Source: an optimization exercise on an open RTL-to-GDS flow (aim: small area, a short achievable clock period and few clock cycles per item). Production flows keep margins and buffers that such runs may drop.
In this exercise RTL edits were held to simulation tests only and were not proved equivalent to the original.

== run a ==
// mdu_iter
module mdu_iter #(
  parameter int XLEN = 64
) (
  input  logic            clk,
  input  logic            reset,
  input  logic            flush,
  input  logic            in_valid,
  output logic            in_ready,
  input  logic [2:0]      op,
  input  logic            word,
  input  logic [XLEN-1:0] srca,
  input  logic [XLEN-1:0] srcb,
  output logic            out_valid,
  input  logic            out_ready,
  output logic [XLEN-1:0] result,
  output logic            busy
);
clock: 9.0 ns
lec_check: 0
abc_area: 1
cap_margin: 20
core_margin: 2
core_utilization: 40
setup_slack_margin: 4
slew_margin: 20
standard.sh (not shown) runs the stock make flow with config.mk's settings and CLKGATE_MAP_FILE= SYNTH_SCRIPT=/design/flow/synth_recipe.tcl, a recipe that flattens the netlist after the stock synthesis.
==> flow/flow/run.sh <==
#!/bin/bash
set -euo pipefail
bash standard.sh finish 'BUFFER_PORTS_ARGS=-buffer_cell sky130_fd_sc_hd__buf_1' > flow_make.log 2>&1
Run a was carried through to the last stage, and its layout satisfied the timing, DRC and antenna checks.
Testbench counts of run a, summed over its fixed seeds: cycles 46,030, items 4,800.
Modified inputs, run b compared to run a
--- a/flow/design.v
+++ b/flow/design.v
@@ -97,50 +97,31 @@
   assign zbc     = (zb_q == 7'd64) ? 7'd63 : zb_q;
   assign sh8     = {1'b0, zbc} - {1'b0, za_q} + {7'd0, ap2_q};
   assign swap    = (za_q > zb_q);
   assign zm      = swap ? za_q : zb_q;
   assign mq      = 4'((zm - 7'd1) >> 2);
   assign sh_amt  = f_mul_q ? {mq, 2'b00} : sh8[5:0];
   assign sh_in   = (f_mul_q & swap) ? {{2{l_q[63]}}, l_q} : m_q;
   assign shifted = sh_in << sh_amt;
-  function automatic logic [SW-1:0] add_sk(input logic [SW-1:0] x, input logic [SW-1:0] y,
-                                           input logic ci);
-    logic [SW:0] g, p, gn, pn;        
-    g = {x & y, ci};
-    p = {x ^ y, 1'b0};
-    for (int k = 0; (1 << k) < SW + 1; k++) begin
-      gn = g;
-      pn = p;
-      for (int i = 0; i < SW + 1; i++) begin
-        if ((i >> k) & 1) begin
-          gn[i] = g[i] | (p[i] & g[((i >> k) << k) - 1]);
-          pn[i] = p[i] & p[((i >> k) << k) - 1];
-        end
-      end
-      g = gn;
-      p = pn;
-    end
-    add_sk = x ^ y ^ g[SW-1:0];
-  endfunction
   logic [SW-1:0] xop, msx, sel1, sel0, pp1, pp0, csa_s, csa_c, sum;
   logic          xinv;
   always_comb begin
     xop  = ({SW{xs_q[0]}} & {rq_q[SW-5:0], 4'b0000})
          | ({SW{xs_q[1]}} & {{(SW-66){rq_q[65]}}, rq_q})
          | ({SW{xs_q[2]}} & {{(SW-64){1'b0}}, l_q});
     xinv = xinv_q;
     msx  = {{(SW-66){m_q[65]}}, m_q};
     sel1 = bd1_q[0] ? msx : bd1_q[1] ? {msx[SW-2:0], 1'b0} : '0;
     sel0 = bd0_q[0] ? msx : bd0_q[1] ? {msx[SW-2:0], 1'b0} : '0;
     pp1  = {sel1[SW-3:0], 2'b00} ^ {SW{bd1_q[2]}};
     pp0  = sel0 ^ {SW{bd0_q[2]}};
     csa_s = (xop ^ {SW{xinv}}) ^ pp1 ^ pp0;
     csa_c = {((xop ^ {SW{xinv}}) & pp1 | (xop ^ {SW{xinv}}) & pp0 | pp1 & pp0), bd1_q[2]};
-    sum   = add_sk(csa_s, csa_c, bd0_q[2] | xinv);
+    sum   = csa_s + csa_c[SW-1:0] + {{(SW-1){1'b0}}, bd0_q[2] | xinv};
   end
   logic q_bit;
   assign q_bit = ~sum[SW-1];
   logic accept, stall, need_post, last, fin, writes_rq, skip;
   assign last      = ff_q ? (cnt_q == 7'd3) : (cnt_q == 7'd0);
   assign need_post = f_div_q ? (f_rem_q ? rneg_q : qneg_q) : mc_q;
   assign fin       = (state_q == S_POST) | ((state_q == S_ITER) & last & ~need_post);
   assign writes_rq = (state_q == S_ITER) | (state_q == S_POST);
### Flow results
For the post-synthesis average cell area, run b came in about 0.7% higher than run a did. For run a, the layer with the highest usage was met1, unlike run b, where it was met2. Min total setup buffers inserted after CTS across run b and run a: run a. Against run a, run b comes in 0.02 ns lower on data required time at the worst endpoint. From run a to run b the numbers moved as follows: placement-stage cell area lost about 0.35%, total detailed-routing wirelength picked up an extra 12%, transition at the pin with the smallest max-transition slack picked up an extra 0.11 ns, maximum frequency picked up an extra 2.3%. The worst-case reg-to-reg path depth in run b sits 11 below the value recorded for run a. Fraction of area in registers, run b and run a: smaller value in run b. Final design instance area without fill delta (run b − run a): unfavourable. Run b ends up with a final core area utilization that is 2.2 points higher than in run a.
Testbench counts of run b, summed over its fixed seeds: cycles 46,030, items 4,800.

---

The RTL this note starts from:
==> flow/design.v <==
module mdu_iter #(
  parameter int XLEN = 64
) (
  input  logic            clk,
  input  logic            reset,
  input  logic            flush,
  input  logic            in_valid,
  output logic            in_ready,
  input  logic [2:0]      op,
  input  logic            word,
  input  logic [XLEN-1:0] srca,
  input  logic [XLEN-1:0] srcb,
  output logic            out_valid,
  input  logic            out_ready,
  output logic [XLEN-1:0] result,
  output logic            busy
);
  localparam int SW = 70;   
  typedef enum logic [2:0] {S_IDLE, S_PRE1, S_PRE2, S_ITER, S_POST} st_t;
  function automatic logic [6:0] clz64(input logic [63:0] x);
    logic [31:0] v1; logic [0:0] c1 [32];
    logic [15:0] v2; logic [1:0] c2 [16];
    logic [7:0]  v3; logic [2:0] c3 [8];
    logic [3:0]  v4; logic [3:0] c4 [4];
    logic [1:0]  v5; logic [4:0] c5 [2];
    logic        v6; logic [5:0] c6;
    for (int i = 0; i < 32; i++) begin
      v1[i] = x[2*i+1] | x[2*i];
      c1[i] = ~x[2*i+1];
    end
    for (int i = 0; i < 16; i++) begin
      v2[i] = v1[2*i+1] | v1[2*i];
      c2[i] = v1[2*i+1] ? {1'b0, c1[2*i+1]} : {1'b1, c1[2*i]};
    end
    for (int i = 0; i < 8; i++) begin
      v3[i] = v2[2*i+1] | v2[2*i];
      c3[i] = v2[2*i+1] ? {1'b0, c2[2*i+1]} : {1'b1, c2[2*i]};
    end
    for (int i = 0; i < 4; i++) begin
      v4[i] = v3[2*i+1] | v3[2*i];
      c4[i] = v3[2*i+1] ? {1'b0, c3[2*i+1]} : {1'b1, c3[2*i]};
    end
    for (int i = 0; i < 2; i++) begin
      v5[i] = v4[2*i+1] | v4[2*i];
      c5[i] = v4[2*i+1] ? {1'b0, c4[2*i+1]} : {1'b1, c4[2*i]};
    end
    v6 = v5[1] | v5[0];
    c6 = v5[1] ? {1'b0, c5[1]} : {1'b1, c5[0]};
    clz64 = v6 ? {1'b0, c6} : 7'd64;
  endfunction
  function automatic logic [2:0] booth(input logic b2, input logic b1, input logic b0);
    booth[0] = b1 ^ b0;                                   
    booth[1] = (b2 & ~b1 & ~b0) | (~b2 & b1 & b0);        
    booth[2] = b2 & ~(b1 & b0);                           
  endfunction
  st_t         state_q;
  logic        res_v_q, res_w_q;
  logic [65:0] m_q;
  logic [63:0] l_q;
  logic [65:0] rq_q;
  logic [6:0]  cnt_q;
  logic [6:0]  za_q, zb_q;      
  logic [2:0]  bd1_q, bd0_q;    
  logic [2:0]  xs_q;            
  logic        xinv_q;          
  logic        f_mul_q, f_mulh_q, f_div_q, f_rem_q, f_word_q, f_asgn_q, f_munsg_q;
  logic        qneg_q, rneg_q, pb_q, first_q, bz_q, skip_q;
  logic        ff_q, mc_q;      
  logic [3:0]  ffc_q;           
  logic        ap2_q;           
  logic        d_mulh, d_div, d_usgn_w, d_asgn, d_bsgn;
  logic [63:0] a_in, b_in;
  always_comb begin
    d_div    = op[2];
    d_mulh   = ~op[2] & (op[1:0] != 2'b00) & ~word;
    d_usgn_w = op[2] & op[0];                  
    d_asgn   = word ? ~d_usgn_w : ~((op == 3'd3) | d_usgn_w);
    d_bsgn   = word ? ~d_usgn_w : ~((op == 3'd2) | (op == 3'd3) | d_usgn_w);
    a_in     = word ? {{32{srca[31] & ~d_usgn_w}}, srca[31:0]} : srca;
    b_in     = word ? {{32{srcb[31] & ~d_usgn_w}}, srcb[31:0]} : srcb;
  end
  logic        in_iter, in_pre1, in_post;
  logic        a_neg, b_neg, bzero, swap;
  logic [6:0]  zm, zbc;
  logic [7:0]  sh8;
  logic [3:0]  mq;             
  logic [5:0]  sh_amt;
  logic [65:0] sh_in, shifted;
  assign in_iter = (state_q == S_ITER);
  assign in_pre1 = (state_q == S_PRE1);
  assign in_post = (state_q == S_POST);
  assign a_neg   = f_asgn_q & l_q[63];
  assign b_neg   = m_q[65];
  assign bzero   = (zb_q == 7'd64) & ~b_neg;
  assign zbc     = (zb_q == 7'd64) ? 7'd63 : zb_q;
  assign sh8     = {1'b0, zbc} - {1'b0, za_q} + {7'd0, ap2_q};
  assign swap    = (za_q > zb_q);
  assign zm      = swap ? za_q : zb_q;
  assign mq      = 4'((zm - 7'd1) >> 2);
  assign sh_amt  = f_mul_q ? {mq, 2'b00} : sh8[5:0];
  assign sh_in   = (f_mul_q & swap) ? {{2{l_q[63]}}, l_q} : m_q;
  assign shifted = sh_in << sh_amt;
  logic [SW-1:0] xop, msx, sel1, sel0, pp1, pp0, csa_s, csa_c, sum;
  logic          xinv;
  always_comb begin
    xop  = ({SW{xs_q[0]}} & {rq_q[SW-5:0], 4'b0000})
         | ({SW{xs_q[1]}} & {{(SW-66){rq_q[65]}}, rq_q})
         | ({SW{xs_q[2]}} & {{(SW-64){1'b0}}, l_q});
    xinv = xinv_q;
    msx  = {{(SW-66){m_q[65]}}, m_q};
    sel1 = bd1_q[0] ? msx : bd1_q[1] ? {msx[SW-2:0], 1'b0} : '0;
    sel0 = bd0_q[0] ? msx : bd0_q[1] ? {msx[SW-2:0], 1'b0} : '0;
    pp1  = {sel1[SW-3:0], 2'b00} ^ {SW{bd1_q[2]}};
    pp0  = sel0 ^ {SW{bd0_q[2]}};
    csa_s = (xop ^ {SW{xinv}}) ^ pp1 ^ pp0;
    csa_c = {((xop ^ {SW{xinv}}) & pp1 | (xop ^ {SW{xinv}}) & pp0 | pp1 & pp0), bd1_q[2]};
    sum   = csa_s + csa_c[SW-1:0] + {{(SW-1){1'b0}}, bd0_q[2] | xinv};
  end
  logic q_bit;
  assign q_bit = ~sum[SW-1];
  logic accept, stall, need_post, last, fin, writes_rq, skip;
  assign last      = ff_q ? (cnt_q == 7'd3) : (cnt_q == 7'd0);
  assign need_post = f_div_q ? (f_rem_q ? rneg_q : qneg_q) : mc_q;
  assign fin       = (state_q == S_POST) | ((state_q == S_ITER) & last & ~need_post);
  assign writes_rq = (state_q == S_ITER) | (state_q == S_POST);
  assign stall     = res_v_q & writes_rq;     
  assign in_ready  = (state_q == S_IDLE) | (fin & ~res_v_q);
  assign out_valid = res_v_q;
  assign busy      = res_v_q | (state_q != S_IDLE);
  assign result    = res_w_q ? {{32{rq_q[31]}}, rq_q[31:0]} : rq_q[63:0];
  assign accept    = in_valid & in_ready & ~flush;
  assign skip      = bzero | sh8[7];
  st_t  state_d;
  logic done;
  logic [6:0] cnt_nx;
  assign cnt_nx = cnt_q - (ff_q ? 7'd4 : 7'd1);
  always_comb begin
    state_d = state_q;
    done    = 1'b0;
    case (state_q)
      S_IDLE: if (accept) state_d = S_PRE1;
      S_PRE1: state_d = (f_div_q && skip) ? S_POST : S_ITER;
      S_ITER: if (!stall && last) state_d = need_post ? S_POST : S_IDLE;
      S_POST: if (!stall) state_d = S_IDLE;
      default: state_d = S_IDLE;
    endcase
    if (fin && !stall) begin
      done = 1'b1;
      if (accept) state_d = S_PRE1;
    end
  end
  always_ff @(posedge clk) begin
    if (!reset || flush) begin
      state_q <= S_IDLE;
      res_v_q <= 1'b0;
    end else begin
      state_q <= state_d;
      res_v_q <= done | (res_v_q & ~out_ready);
    end
    if (done) res_w_q <= f_word_q;
  end
  always_ff @(posedge clk) begin
    if (!stall) begin
      case (state_q)
        S_PRE1: begin
          first_q <= 1'b1;
          pb_q    <= 1'b0;
          xs_q    <= 3'b000;
          xinv_q  <= 1'b0;
          ff_q    <= 1'b0;
          mc_q    <= f_munsg_q & l_q[63];
          ffc_q   <= (za_q == 7'd0) ? 4'd0 : 4'((za_q - 7'd1) >> 2);
          if (f_mul_q) begin
            l_q   <= shifted[63:0];
            if (!swap) m_q <= {{2{l_q[63]}}, l_q};
            cnt_q <= 7'd15 - {3'd0, mq};
            bd1_q <= booth(shifted[63], shifted[62], shifted[61]);
            bd0_q <= booth(shifted[61], shifted[60], shifted[59]);
          end else if (f_mulh_q) begin
            cnt_q <= 7'd15;
            bd1_q <= booth(l_q[3], l_q[2], l_q[1]);
            bd0_q <= booth(l_q[1], l_q[0], 1'b0);
          end else begin
            l_q    <= sum[63:0];
            m_q    <= shifted;
            cnt_q  <= sh8[6:0];
            qneg_q <= (a_neg ^ b_neg) & ~bzero;
            rneg_q <= a_neg;
            bz_q   <= bzero;
            skip_q <= skip;
            bd1_q  <= 3'b000;
            xs_q   <= (!skip || f_rem_q) ? 3'b100 : 3'b000;
            xinv_q <= skip & f_rem_q & a_neg;
            bd0_q  <= skip ? 3'b000 : b_neg ? 3'b001 : 3'b101;
          end
        end
        S_ITER: begin
          cnt_q   <= cnt_q - 7'd1;
          first_q <= 1'b0;
          if (f_mul_q) begin
            xs_q  <= 3'b001;
            rq_q  <= {2'b00, sum[63:0]};
            l_q   <= {l_q[59:0], 4'b0000};
            bd1_q <= booth(l_q[59], l_q[58], l_q[57]);
            bd0_q <= booth(l_q[57], l_q[56], l_q[55]);
          end else if (f_mulh_q) begin
            xs_q  <= 3'b010;
            if (ff_q) begin
              rq_q  <= {{16{rq_q[65]}}, rq_q[65:16]};
              cnt_q <= cnt_q - 7'd4;
            end else begin
              rq_q  <= sum[69:4];
              l_q   <= {4'b0000, l_q[63:4]};
              pb_q  <= l_q[3];
            end
            ff_q <= ~last & (cnt_nx < {3'd0, ffc_q}) & (cnt_nx >= 7'd3);
            if (last) begin
              bd1_q <= 3'b000;
              bd0_q <= {2'b00, mc_q};
            end else if (cnt_nx < {3'd0, ffc_q}) begin
              bd1_q <= 3'b000;
              bd0_q <= 3'b000;
            end else begin
              bd1_q <= booth(l_q[7], l_q[6], l_q[5]);
              bd0_q <= booth(l_q[5], l_q[4], l_q[3]);
            end
          end else begin
            if (f_rem_q) rq_q <= {2'b00, q_bit ? sum[63:0] : l_q};
            else         rq_q <= {2'b00, first_q ? 63'd0 : rq_q[62:0], q_bit};
            if (q_bit) l_q <= sum[63:0];
            m_q  <= {m_q[65], m_q[65:1]};
            if (last) begin
              bd0_q  <= 3'b000;
              xs_q   <= f_rem_q ? 3'b100 : 3'b010;
              xinv_q <= f_rem_q ? rneg_q : qneg_q;
            end
          end
        end
        S_POST: begin
          if (f_div_q && !f_rem_q && skip_q) rq_q <= {66{bz_q}};
          else                               rq_q <= {2'b00, sum[63:0]};
        end
        default: ;
      endcase
    end
    if (accept) begin
      m_q       <= {{2{b_in[63] & d_bsgn}}, b_in};
      l_q       <= a_in;
      za_q      <= clz64(a_in ^ {64{a_in[63] & d_asgn}});
      ap2_q     <= a_in[63] & d_asgn & ~|(~a_in[63:1] & a_in[62:0]);
      zb_q      <= clz64(b_in ^ {64{b_in[63] & d_bsgn}});
      bd1_q     <= 3'b000;
      bd0_q     <= 3'b000;
      xs_q      <= {d_div, 2'b00};
      xinv_q    <= d_div & d_asgn & a_in[63];
      f_mul_q   <= ~op[2] & ~d_mulh;
      f_mulh_q  <= d_mulh;
      f_div_q   <= d_div;
      f_rem_q   <= op[2] & op[1];
      f_word_q  <= word;
      f_asgn_q  <= d_asgn;
      f_munsg_q <= d_mulh & (op[1:0] == 2'b11);
    end
  end
endmodule
clock: 9.0 ns
lec_check: 0
abc_area: 1
cap_margin: 20
core_margin: 2
core_utilization: 40
setup_slack_margin: 4
slew_margin: 20
run.sh (not shown) runs the stock make flow with config.mk's settings and CLKGATE_MAP_FILE= SYNTH_SCRIPT=/design/flow/synth_recipe.tcl, a recipe that flattens the netlist after the stock synthesis.
Stock flow here: none of the scripts above is used.
Testbench counts at the start, summed over its fixed seeds: cycles 46,714, items 4,800.
Then changed:
--- a/flow/design.v
+++ b/flow/design.v
@@ -70,6 +70,7 @@
   logic        ap2_q;           
   logic        d_mulh, d_div, d_usgn_w, d_asgn, d_bsgn;
   logic [63:0] a_in, b_in;
+  logic [6:0]  za_in;
   always_comb begin
     d_div    = op[2];
     d_mulh   = ~op[2] & (op[1:0] != 2'b00) & ~word;
@@ -78,6 +79,7 @@
     d_bsgn   = word ? ~d_usgn_w : ~((op == 3'd2) | (op == 3'd3) | d_usgn_w);
     a_in     = word ? {{32{srca[31] & ~d_usgn_w}}, srca[31:0]} : srca;
     b_in     = word ? {{32{srcb[31] & ~d_usgn_w}}, srcb[31:0]} : srcb;
+    za_in    = clz64(a_in ^ {64{a_in[63] & d_asgn}});
   end
   logic        in_iter, in_pre1, in_post;
   logic        a_neg, b_neg, bzero, swap;
@@ -123,7 +125,7 @@
   assign need_post = f_div_q ? (f_rem_q ? rneg_q : qneg_q) : mc_q;
   assign fin       = (state_q == S_POST) | ((state_q == S_ITER) & last & ~need_post);
   assign writes_rq = (state_q == S_ITER) | (state_q == S_POST);
-  assign stall     = res_v_q & writes_rq;     
+  assign stall     = res_v_q & ~out_ready & writes_rq;
   assign in_ready  = (state_q == S_IDLE) | (fin & ~res_v_q);
   assign out_valid = res_v_q;
   assign busy      = res_v_q | (state_q != S_IDLE);
@@ -138,7 +140,7 @@
     state_d = state_q;
     done    = 1'b0;
     case (state_q)
-      S_IDLE: if (accept) state_d = S_PRE1;
+      S_IDLE: if (accept) state_d = d_mulh ? S_ITER : S_PRE1;
       S_PRE1: state_d = (f_div_q && skip) ? S_POST : S_ITER;
       S_ITER: if (!stall && last) state_d = need_post ? S_POST : S_IDLE;
       S_POST: if (!stall) state_d = S_IDLE;
@@ -146,7 +148,7 @@
     endcase
     if (fin && !stall) begin
       done = 1'b1;
-      if (accept) state_d = S_PRE1;
+      if (accept) state_d = d_mulh ? S_ITER : S_PRE1;
     end
   end
   always_ff @(posedge clk) begin
@@ -168,18 +170,12 @@
           xs_q    <= 3'b000;
           xinv_q  <= 1'b0;
           ff_q    <= 1'b0;
-          mc_q    <= f_munsg_q & l_q[63];
-          ffc_q   <= (za_q == 7'd0) ? 4'd0 : 4'((za_q - 7'd1) >> 2);
           if (f_mul_q) begin
             l_q   <= shifted[63:0];
             if (!swap) m_q <= {{2{l_q[63]}}, l_q};
             cnt_q <= 7'd15 - {3'd0, mq};
             bd1_q <= booth(shifted[63], shifted[62], shifted[61]);
             bd0_q <= booth(shifted[61], shifted[60], shifted[59]);
-          end else if (f_mulh_q) begin
-            cnt_q <= 7'd15;
-            bd1_q <= booth(l_q[3], l_q[2], l_q[1]);
-            bd0_q <= booth(l_q[1], l_q[0], 1'b0);
           end else begin
             l_q    <= sum[63:0];
             m_q    <= shifted;
@@ -246,11 +242,16 @@
     if (accept) begin
       m_q       <= {{2{b_in[63] & d_bsgn}}, b_in};
       l_q       <= a_in;
-      za_q      <= clz64(a_in ^ {64{a_in[63] & d_asgn}});
+      za_q      <= za_in;
+      cnt_q     <= 7'd15;
+      pb_q      <= 1'b0;
+      ff_q      <= 1'b0;
+      mc_q      <= d_mulh & (op[1:0] == 2'b11) & a_in[63];
+      ffc_q     <= (za_in == 7'd0) ? 4'd0 : 4'((za_in - 7'd1) >> 2);
       ap2_q     <= a_in[63] & d_asgn & ~|(~a_in[63:1] & a_in[62:0]);
       zb_q      <= clz64(b_in ^ {64{b_in[63] & d_bsgn}});
-      bd1_q     <= 3'b000;
-      bd0_q     <= 3'b000;
+      bd1_q     <= d_mulh ? booth(a_in[3], a_in[2], a_in[1]) : 3'b000;
+      bd0_q     <= d_mulh ? booth(a_in[1], a_in[0], 1'b0) : 3'b000;
       xs_q      <= {d_div, 2'b00};
       xinv_q    <= d_div & d_asgn & a_in[63];
       f_mul_q   <= ~op[2] & ~d_mulh;
The changed run completed with no timing, DRC or antenna violations.
Die area is lower by 1.8%.
Wire length rises by 1.5%.
Cell count goes down by 1.4%.
Maximum frequency hardly moves.
Critical path depth shrinks by 4.
First-iteration DRC count hardly moves.
Area after synthesis fell by 1.8%.
Via count is higher by 1.5%.
Testbench counts after the change, summed over its fixed seeds: cycles 46,030, items 4,800.

## re-timing with driven ports
Ports are ideal in the flow. The routed layouts listed here were re-timed in OpenROAD. Step 1: set_driving_cell puts a clkbuf_16 on clk and a buf_2 on each other input, an assumption about the parent block. Step 2 adds t to the input delays and takes it off the output delays; t is the mean of the earliest and latest rising clock arrival at the registers after step 1. Input paths then give back, and output paths get back, about the clock's delay inside the block. Slacks: ideal ports / drivers / drivers and shift; pairs: ideal ports / drivers.
run	t (ns)	setup slack, ns	worst setup path at the end
run a	0.666	3.885 / 3.885 / 3.578	input to register
run b	0.680	3.999 / 3.999 / 3.613	input to register
the first run of note 2	0.661	3.888 / 3.888 / 3.524	input to register
the second run of note 2	0.662	3.891 / 3.891 / 3.514	input to register
After both steps setup and hold are still met in every run listed. The setup slack of run b, which loses most, moves by 0.000 ns with the drivers and by -0.386 ns with both steps.
